This is an optimization exercise on Yosys and OpenROAD, whose aim is small area and a short achievable clock period, not a production implementation.

the baseline:
// pressure_count_linearizer
module pressure_count_linearizer (
    input  logic                  clk,
    input  logic                  rst_n,
    input  logic                  cfg_we,
    input  logic [pcl_pkg::CFG_IDX_W-1:0]  cfg_index,
    input  logic [pcl_pkg::CFG_DATA_W-1:0] cfg_data,
    input  logic                  start,
    output logic                  busy,
    input  logic [pcl_pkg::COUNT_W-1:0]    factory_count,
    input  logic [pcl_pkg::COUNT_W-1:0]    raw_count,
    output logic                  done,
    output logic [pcl_pkg::OUT_W-1:0]      pressure_utorr,
    output logic [pcl_pkg::RANGE_W-1:0]    display_range
);
    assign busy = 1'b0;
    logic               mode_r;
    logic signed [10:0] ot_r;
    logic signed [14:0] om_r;
    logic signed [10:0] ot_raw, ot_cl;
    logic signed [14:0] om_raw, om_cl;
    always_comb begin
        ot_raw = $signed(cfg_data[10:0]);
        om_raw = $signed(cfg_data[14:0]);
        if (ot_raw > 11'sd700)       ot_cl = 11'sd700;
        else if (ot_raw < -11'sd700) ot_cl = -11'sd700;
        else                         ot_cl = ot_raw;
        if (om_raw > 15'sd10000)       om_cl = 15'sd10000;
        else if (om_raw < -15'sd10000) om_cl = -15'sd10000;
        else                           om_cl = om_raw;
    end
    always_ff @(posedge clk or negedge rst_n) begin
  ...
Size: about 90 I/O pins, roughly 23,000 um2 of cells after synthesis.
Settings: LEC_CHECK=0, CAP_MARGIN=20, CORE_MARGIN=2, CORE_UTILIZATION=60, SLEW_MARGIN=20; clock period 12.0 ns.
standard.sh (not shown) runs the stock make flow with config.mk's settings and CLKGATE_MAP_FILE= SYNTH_SCRIPT=/design/flow/synth_recipe.tcl, a recipe that flattens the netlist after the stock synthesis.
==> flow/flow/run.sh <==
#!/bin/bash
# Standard layout, with one netlist step between synthesis and floorplan:
# polfix.py picks the polarity of each full adder so that fewer inverters are
# needed (a full adder with all inputs inverted gives both outputs inverted).
# Registers, their names and cell types are those of the standard synthesis.
set -e
cd "$(dirname "$0")/.."
bash standard.sh synth > synth.log 2>&1
R=orfs/results/sky130hd/pressure_count_linearizer/base
cp $R/1_2_yosys.v 1_2_yosys.standard.v
python3 flow/polfix.py 1_2_yosys.standard.v $R/1_2_yosys.v > polfix.log 2>&1
touch $R/1_2_yosys.v
bash standard.sh SETUP_SLACK_MARGIN=8.3 finish > layout.log 2>&1
Other scripts of this flow, unchanged in this note and not shown: flow/flow/polfix.py
Having completed the whole flow, the baseline delivered a layout that passed the timing, DRC and antenna checks.
diff inputs: the baseline => the candidate
--- a/flow/design.v
+++ b/flow/design.v
@@ -16,46 +16,58 @@
     output logic                  busy,
     input  logic [pcl_pkg::COUNT_W-1:0]    factory_count,
     input  logic [pcl_pkg::COUNT_W-1:0]    raw_count,
     output logic                  done,
     output logic [pcl_pkg::OUT_W-1:0]      pressure_utorr,
     output logic [pcl_pkg::RANGE_W-1:0]    display_range
 );
     assign busy = 1'b0;
     logic               mode_r;
     logic signed [10:0] ot_r;
     logic signed [14:0] om_r;
+    logic               we_t, we_m;
+    logic [14:0]        cfg_d;
     logic signed [10:0] ot_raw, ot_cl;
     logic signed [14:0] om_raw, om_cl;
+    always_ff @(posedge clk or negedge rst_n) begin
+        if (!rst_n) begin
+            mode_r <= 1'b0;
+            we_t   <= 1'b0;
+            we_m   <= 1'b0;
+        end else begin
+            if (cfg_we && cfg_index == 2'd0)
+                mode_r <= cfg_data[0];
+            we_t <= cfg_we && cfg_index == 2'd1;
+            we_m <= cfg_we && cfg_index == 2'd2;
+        end
+    end
+    always_ff @(posedge clk) begin
+        cfg_d <= cfg_data;
+    end
     always_comb begin
-        ot_raw = $signed(cfg_data[10:0]);
-        om_raw = $signed(cfg_data[14:0]);
+        ot_raw = $signed(cfg_d[10:0]);
+        om_raw = $signed(cfg_d[14:0]);
         if (ot_raw > 11'sd700)       ot_cl = 11'sd700;
         else if (ot_raw < -11'sd700) ot_cl = -11'sd700;
         else                         ot_cl = ot_raw;
         if (om_raw > 15'sd10000)       om_cl = 15'sd10000;
         else if (om_raw < -15'sd10000) om_cl = -15'sd10000;
         else                           om_cl = om_raw;
     end
     always_ff @(posedge clk or negedge rst_n) begin
         if (!rst_n) begin
-            mode_r <= 1'b0;
-            ot_r   <= '0;
-            om_r   <= '0;
-        end else if (cfg_we) begin
-            case (cfg_index)
-                2'd0: mode_r <= cfg_data[0];
-                2'd1: ot_r   <= ot_cl;
-                2'd2: om_r   <= om_cl;
-                default: ;
-            endcase
+            ot_r <= '0;
+            om_r <= '0;
+        end else begin
+            if (we_t) ot_r <= ot_cl;
+            if (we_m) om_r <= om_cl;
         end
     end
     logic        s1_valid;
     logic        s1_mode;
     logic [15:0] s1_v;
     logic [2:0] sub;
     logic [12:0] grp;
     logic       sel;
     logic [12:0] s1_ct;
     logic [1:0] s1_cf;
     always_ff @(posedge clk or negedge rst_n) begin
--- outcome ---
- What the baseline reported for count of buffers not belonging to the clock network in the layout has to be multiplied by 1.16 to get the figure for the candidate.
- [compare] base=the baseline new=the candidate: number of cells in the finished layout apart from fillers rose 58, H-tree depth reported by CTS rose 1.
- Reported for the baseline and the candidate, overflow left after global routing turned out identical to the last digit.
- Compared with the baseline, the candidate shows a time the final worst path needs with I/O delays and setup that is 32 ps higher.
- Compared with the baseline, in the candidate critical path buffer and inverter count went down by 1, post-route clock period utilization climbed 0.27 points.
- Utilization in the candidate is 0.51 points above the baseline.
- On number of vias per cell after detailed routing, the baseline and the candidate are neck and neck.
- Comparing the baseline and the candidate, the higher first-pass GRT wire length is on the candidate.
Function was not checked in any run of this note: the RTL went through the layout flow alone.

[separate check: timing with driven ports]
No port has a modelled driver above. Below, the same layouts with a new extraction and two added sets of constraints.
Step 1: set_driving_cell puts a clkbuf_16 on clk and a buf_2 on each other input, an assumption about the parent block.
Step 2 times the ports against the registers' clock, not the clock port: input delays grow and output delays shrink by t, the midpoint of the rising clock arrivals with the driver on.
Three values: no drivers, after step 1, after step 2; two values: the first two.
run	t (ns)	setup WS [ns]	clock arrival spread, ns
the baseline	0.643	8.216 / 8.216 / 7.683	0.021 / 0.021
the candidate	0.601	8.183 / 8.183 / 7.800	0.030 / 0.031
After both steps setup and hold are still met in every run listed. The setup slack of the baseline, which loses most, moves by 0.000 ns with the drivers and by -0.533 ns with both steps.
